This is an optimization exercise on Yosys and OpenROAD, whose aim is small area, not a production implementation. Function was checked by simulation only, so behaviour that the tests miss may differ from the original. Power and IR drop assume default switching activity. No driver is modelled on the clock port, so clocking that relies on it looks cheaper here than on a real chip.

==> flow/design.v <==
package jt51_pg_pkg;
    localparam int SLOT_N  = 32;
    localparam int STG_II  = 1;
    localparam int STG_III = 2;
    localparam int STG_VI  = 5;
    localparam int KC_W  = 7;
    localparam int KF_W  = 6;
    localparam int DT1_W = 3;
    localparam int MUL_W = 4;
    localparam int DT2_W = 2;
    localparam int PMS_W = 3;
    localparam logic [2:0] FLD_KC     = 3'd0;
    localparam logic [2:0] FLD_KF     = 3'd1;
    localparam logic [2:0] FLD_DT1MUL = 3'd2;
    localparam logic [2:0] FLD_DT2    = 3'd3;
    localparam logic [2:0] FLD_PMS    = 3'd4;
    typedef struct packed {
        logic [KC_W-1:0]  kc;
        logic [KF_W-1:0]  kf;
        logic [DT1_W-1:0] dt1;
        logic [MUL_W-1:0] mul;
        logic [DT2_W-1:0] dt2;
        logic [PMS_W-1:0] pms;
    } pg_param_t;
    function automatic logic [6:0] pg_field_read(input pg_param_t p, input logic [2:0] f);
        logic [6:0] v;
        v = 7'd0;
        case (f)
            FLD_KC:     v = p.kc;
            FLD_KF:     v = {1'b0, p.kf};
            FLD_DT1MUL: v = {p.dt1, p.mul};
            FLD_DT2:    v = {5'd0, p.dt2};
            FLD_PMS:    v = {4'd0, p.pms};
            default:    v = 7'd0;
        endcase
        pg_field_read = v;
    endfunction
endpackage
module jt51_sh #(
    parameter int width  = 5,
    parameter int stages = 2
) (
    input  logic             clk,
    input  logic             rst_n,
    input  logic             cen,
    input  logic [width-1:0] din,
    output logic [width-1:0] drop
);
    logic [width-1:0] bits_r [0:stages-1];
    always_ff @(posedge clk or negedge rst_n) begin
        if (!rst_n) begin
            for (int i = 0; i < stages; i++) bits_r[i] <= '0;
        end else if (cen) begin
            bits_r[0] <= din;
            for (int i = 1; i < stages; i++) bits_r[i] <= bits_r[i-1];
        end
    end
    assign drop = bits_r[stages-1];
endmodule
module jt51_aoi222 (
    input  logic a0, b0, a1, b1, a2, b2,
    output logic y
);
    assign y = ~((a0 & b0) | (a1 & b1) | (a2 & b2));
endmodule
module jt51_aoi22 (
    input  logic a0, b0, a1, b1,
    output logic y
);
    assign y = ~((a0 & b0) | (a1 & b1));
endmodule
module jt51_rd32 (
    input  logic [31:0] sel,
    input  logic [31:0] d,
    output logic        q
);
    logic [10:0] y;
    for (genvar g = 0; g < 10; g++) begin : g_aoi
        jt51_aoi222 u_aoi (
            .a0(sel[3*g]),   .b0(d[3*g]),
            .a1(sel[3*g+1]), .b1(d[3*g+1]),
            .a2(sel[3*g+2]), .b2(d[3*g+2]),
            .y(y[g])
        );
    end
    jt51_aoi22 u_aoi_l (.a0(sel[30]), .b0(d[30]), .a1(sel[31]), .b1(d[31]), .y(y[10]));
    assign q = ~&y;
endmodule
import jt51_pg_pkg::*;
module jt51_pg_slot_ctrl #(
    parameter int PG_RST_ROUNDS = 1
) (
    input  logic       clk,
    input  logic       rst_n,
    input  logic       cen,
    input  logic       wr_valid,
    output logic       wr_ready,
    input  logic [4:0] wr_slot,
    input  logic [2:0] wr_field,
    input  logic [6:0] wr_data,
    input  logic       keyon_req,
    input  logic [4:0] keyon_slot,
    output logic       zero,
    output logic [4:0] slot_I,
    output logic [6:0] kc_I,
    output logic [5:0] kf_I,
    output logic [1:0] dt2_I,
    output logic [2:0] pms_I,
    output logic [2:0] dt1_II,
    output logic [3:0] mul_VI,
    output logic       pg_rst_III
);
    localparam int W = KC_W + KF_W + DT1_W + MUL_W + DT2_W + PMS_W;
    logic              started_r;
    logic [4:0]        cnt_s;
    logic [KC_W-1:0]   kc_r    [0:SLOT_N-1];
    logic [KF_W-1:0]   kf_r    [0:SLOT_N-1];
    logic [DT1_W-1:0]  dt1_r   [0:SLOT_N-1];
    logic [MUL_W-1:0]  mul_r   [0:SLOT_N-1];
    logic [DT2_W-1:0]  dt2_r   [0:SLOT_N-1];
    logic [PMS_W-1:0]  pms_r   [0:SLOT_N-1];
    logic [SLOT_N/2-1:0] vld_r;
    logic [SLOT_N-1:0] pendq_r;
    logic              pg_rst_I_r;
    logic              wr_en_s;
    logic [SLOT_N-1:0] rdec_s;
    logic [SLOT_N-1:0] rsel_s;
    logic [W-1:0]      rword_s;
    logic [DT1_W-1:0]  dt1_I_s;
    logic [MUL_W-1:0]  mul_I_s;
    logic [4:0]        fsel_s;
    logic              pend_rd_s;
    logic              ko_hit_s;
    assign cnt_s    = slot_I + {4'd0, started_r};
    assign zero     = started_r & (slot_I == 5'd0);
    assign wr_ready = rst_n & cen & (wr_slot != cnt_s);
    assign wr_en_s  = wr_valid & wr_ready;
    always_comb begin
        for (int f = 0; f < 5; f++) fsel_s[f] = (wr_field == 3'(f));
    end
    logic [6:0] wd_s [0:1][0:4];
    always_comb begin
        for (int p = 0; p < 2; p++)
            for (int f = 0; f < 5; f++)
                wd_s[p][f] = wr_data & {7{fsel_s[f] & (wr_slot[0] == 1'(p))}};
    end
    always_ff @(posedge clk) begin
        for (int i = 0; i < SLOT_N; i++) begin
            if (wr_en_s && wr_slot[4:1] == 4'(i / 2)) begin
                if ((fsel_s[0] && wr_slot[0] == 1'(i % 2)) || !vld_r[i / 2]) kc_r[i]  <= wd_s[i % 2][0][6:0];
                if ((fsel_s[1] && wr_slot[0] == 1'(i % 2)) || !vld_r[i / 2]) kf_r[i]  <= wd_s[i % 2][1][5:0];
                if ((fsel_s[2] && wr_slot[0] == 1'(i % 2)) || !vld_r[i / 2]) dt1_r[i] <= wd_s[i % 2][2][6:4];
                if ((fsel_s[2] && wr_slot[0] == 1'(i % 2)) || !vld_r[i / 2]) mul_r[i] <= wd_s[i % 2][2][3:0];
                if ((fsel_s[3] && wr_slot[0] == 1'(i % 2)) || !vld_r[i / 2]) dt2_r[i] <= wd_s[i % 2][3][1:0];
                if ((fsel_s[4] && wr_slot[0] == 1'(i % 2)) || !vld_r[i / 2]) pms_r[i] <= wd_s[i % 2][4][2:0];
            end
        end
    end
    always_ff @(posedge clk or negedge rst_n) begin
        if (!rst_n) vld_r <= '0;
        else if (wr_en_s) vld_r[wr_slot[4:1]] <= 1'b1;
    end
    always_comb begin
        for (int i = 0; i < SLOT_N; i++) begin
            rdec_s[i] = (slot_I == 5'(i));
            rsel_s[i] = rdec_s[i] & vld_r[i / 2];
        end
    end
    logic [SLOT_N*W-1:0] words_s;
    for (genvar i = 0; i < SLOT_N; i++) begin : g_word
        assign words_s[i*W +: W] = {kc_r[i], kf_r[i], dt1_r[i], mul_r[i], dt2_r[i], pms_r[i]};
    end
    for (genvar b = 0; b < W; b++) begin : g_rd
        logic [SLOT_N-1:0] col;
        for (genvar i = 0; i < SLOT_N; i++) begin : g_col
            assign col[i] = words_s[i*W + b];
        end
        jt51_rd32 u_rd (.sel(rsel_s), .d(col), .q(rword_s[b]));
    end
    assign {kc_I, kf_I, dt1_I_s, mul_I_s, dt2_I, pms_I} = rword_s;
    always_ff @(posedge clk or negedge rst_n) begin
        if (!rst_n) begin
            started_r <= 1'b0;
            slot_I    <= 5'd0;
        end else if (cen) begin
            started_r <= 1'b1;
            slot_I    <= cnt_s;
        end
    end
    jt51_rd32 u_pend_rd (.sel(rdec_s), .d(pendq_r), .q(pend_rd_s));
    assign ko_hit_s = keyon_req && (keyon_slot == cnt_s);
    always_ff @(posedge clk or negedge rst_n) begin
        if (!rst_n) begin
            pendq_r    <= '0;
            pg_rst_I_r <= 1'b0;
        end else if (cen) begin
            pg_rst_I_r <= ko_hit_s || pend_rd_s;
            for (int i = 0; i < SLOT_N; i++) begin
                if (keyon_req && !ko_hit_s && keyon_slot == 5'(i + 1)) pendq_r[i] <= 1'b1;
                else if (rdec_s[i]) pendq_r[i] <= 1'b0;
            end
        end
    end
    jt51_sh #(.width(DT1_W), .stages(1)) u_dt1_sh (
        .clk(clk), .rst_n(rst_n), .cen(cen), .din(dt1_I_s), .drop(dt1_II)
    );
    jt51_sh #(.width(1), .stages(STG_III)) u_pgrst_sh (
        .clk(clk), .rst_n(rst_n), .cen(cen), .din(pg_rst_I_r), .drop(pg_rst_III)
    );
    jt51_sh #(.width(MUL_W), .stages(STG_VI)) u_mul_sh (
        .clk(clk), .rst_n(rst_n), .cen(cen), .din(mul_I_s), .drop(mul_VI)
    );
endmodule
==> flow/config.mk <==
export PLATFORM = sky130hd
export DESIGN_NAME = jt51_pg_slot_ctrl
export DESIGN_NICKNAME = jt51_pg_slot_ctrl
export VERILOG_FILES = /design/flow/design.v
export SDC_FILE = /design/flow/constraint.sdc
export NUM_CORES = 4
export LEC_CHECK = 0
export CAP_MARGIN = 10
export CORE_MARGIN = 2
export CORE_UTILIZATION = 65
export GPL_TIMING_DRIVEN = 0
export SETUP_SLACK_MARGIN = 0.1
export SLEW_MARGIN = 10
export SYNTH_HIERARCHICAL = 1
export SYNTH_MINIMUM_KEEP_SIZE = 0
==> flow/constraint.sdc <==
create_clock -name core_clock -period 5.0 [get_ports {clk}]
set_input_delay 1.0000 -clock core_clock [delete_from_list [all_inputs] [get_ports {clk}]]
set_output_delay 1.0000 -clock core_clock [all_outputs]
set_load 0.01 [all_outputs]
standard.sh (not shown) runs the stock make flow with config.mk's settings and CLKGATE_MAP_FILE= SYNTH_SCRIPT=/design/flow/synth_recipe.tcl, a recipe that flattens the netlist after the stock synthesis.
==> flow/flow/run.sh <==
#!/bin/bash
# Standard ORFS layout with these changes: the synthesized netlist's combinational cells are
# set to their family's smallest drive strength before floorplanning (the placement and
# timing repairs then size up what needs it), ports are buffered with buf_1 cells, and clock
# tree synthesis runs without dummy loads. Each tool's output goes to the ORFS logs and to
# synth.log / standard.log here.
set -e
export BUFFER_PORTS_ARGS="-buffer_cell sky130_fd_sc_hd__buf_1"
export CTS_ARGS="-sink_clustering_enable -repair_clock_nets -dont_use_dummy_load -sink_clustering_size 28 -sink_clustering_max_diameter 100"
bash standard.sh synth > synth.log 2>&1
R=orfs/results/sky130hd/jt51_pg_slot_ctrl/base
cp $R/1_2_yosys.v yosys_before_downsize.v
sed -i -f flow/downsize.sed $R/1_2_yosys.v
rm -f $R/1_synth.odb $R/1_synth.sdc
bash standard.sh > standard.log 2>&1
Other scripts of this flow, unchanged in this note and not shown: flow/flow/downsize.sed
The starting point produced a clean layout.
Change:
--- a/flow/flow/run.sh
+++ b/flow/flow/run.sh
@@ -9 +9 @@
-export CTS_ARGS="-sink_clustering_enable -repair_clock_nets -dont_use_dummy_load -sink_clustering_size 28 -sink_clustering_max_diameter 100"
+export CTS_ARGS="-sink_clustering_enable -repair_clock_nets -dont_use_dummy_load -sink_clustering_size 30 -sink_clustering_max_diameter 110 -buf_list \"sky130_fd_sc_hd__clkbuf_4 sky130_fd_sc_hd__clkbuf_8 sky130_fd_sc_hd__clkbuf_16\" -sink_clustering_buffer sky130_fd_sc_hd__clkbuf_16 -root_buf sky130_fd_sc_hd__clkbuf_8"
- CORE_UTILIZATION: 65 -> 70
After rerunning:
- The new run completed without violations
- via count does not change
- sequential power hardly moves
- clock skew climbs by 0.027 ns
- clock-buffer cell count drops by 2
- design area drops by 0.63%
- total power drops by 1.8%
- die area drops by 7.0%
- wire length drops by 4.7%
- worst hold slack gets worse by 0.064 ns
- synthesized area is unchanged
Change:
--- a/flow/flow/run.sh
+++ b/flow/flow/run.sh
@@ -9 +9,2 @@
-export CTS_ARGS="-sink_clustering_enable -repair_clock_nets -dont_use_dummy_load -sink_clustering_size 30 -sink_clustering_max_diameter 110 -buf_list \"sky130_fd_sc_hd__clkbuf_4 sky130_fd_sc_hd__clkbuf_8 sky130_fd_sc_hd__clkbuf_16\" -sink_clustering_buffer sky130_fd_sc_hd__clkbuf_16 -root_buf sky130_fd_sc_hd__clkbuf_8"
+export CTS_ARGS="-sink_clustering_enable -repair_clock_nets -dont_use_dummy_load -sink_clustering_size 30 -sink_clustering_max_diameter 110"
+export REMOVE_ABC_BUFFERS=1
- CORE_UTILIZATION: 70 -> 65
Effect: Count of clock-buffer cells in the layout does not change. Final cell count hardly moves. First-iteration DRC count falls by 7.2%. Final area hardly moves.
Change:
--- a/flow/flow/run.sh
+++ b/flow/flow/run.sh
@@ -10 +9,0 @@
-export REMOVE_ABC_BUFFERS=1
- CORE_UTILIZATION: 65 -> 80
Result:
- design area hardly moves
- sequential share of layout area fell by 0.17 points
- clock power stays flat
- sequential cell count does not change

[port drivers added, routing unchanged]
Ports are ideal in the flow. The routed layouts listed here were re-timed in OpenROAD.
Step 1, drivers: a clkbuf_16 drives clk and a buf_2 each remaining input, both assumed.
Step 2 adds t to the input delays and takes it off the output delays; t is the mean of the earliest and latest rising clock arrival at the registers after step 1. Input paths then give back, and output paths get back, about the clock's delay inside the block.
Three values: ideal, step 1, step 2; two values: the first two.
run	t, ns	setup slack, ns	hold slack, ns	worst setup path at the end	clock arrival spread, ns
the first run	0.649	0.137 / 0.078 / -0.307	0.377 / 0.338 / 0.492	input to register	0.052 / 0.053
the second run	0.741	0.100 / 0.041 / 0.029	0.314 / 0.280 / 0.493	input to register	0.080 / 0.080
the third run	0.639	0.184 / 0.122 / 0.143	0.355 / 0.313 / 0.492	input to register	0.058 / 0.057
the fourth run	0.649	0.138 / 0.079 / -0.147	0.348 / 0.312 / 0.494	input to register	0.056 / 0.056
With both steps, setup timing fails in the first run and the fourth run, where it was met with ideal ports. For the first run, which loses most, drivers alone change the setup slack by -0.059 ns; drivers and shift together by -0.444 ns.
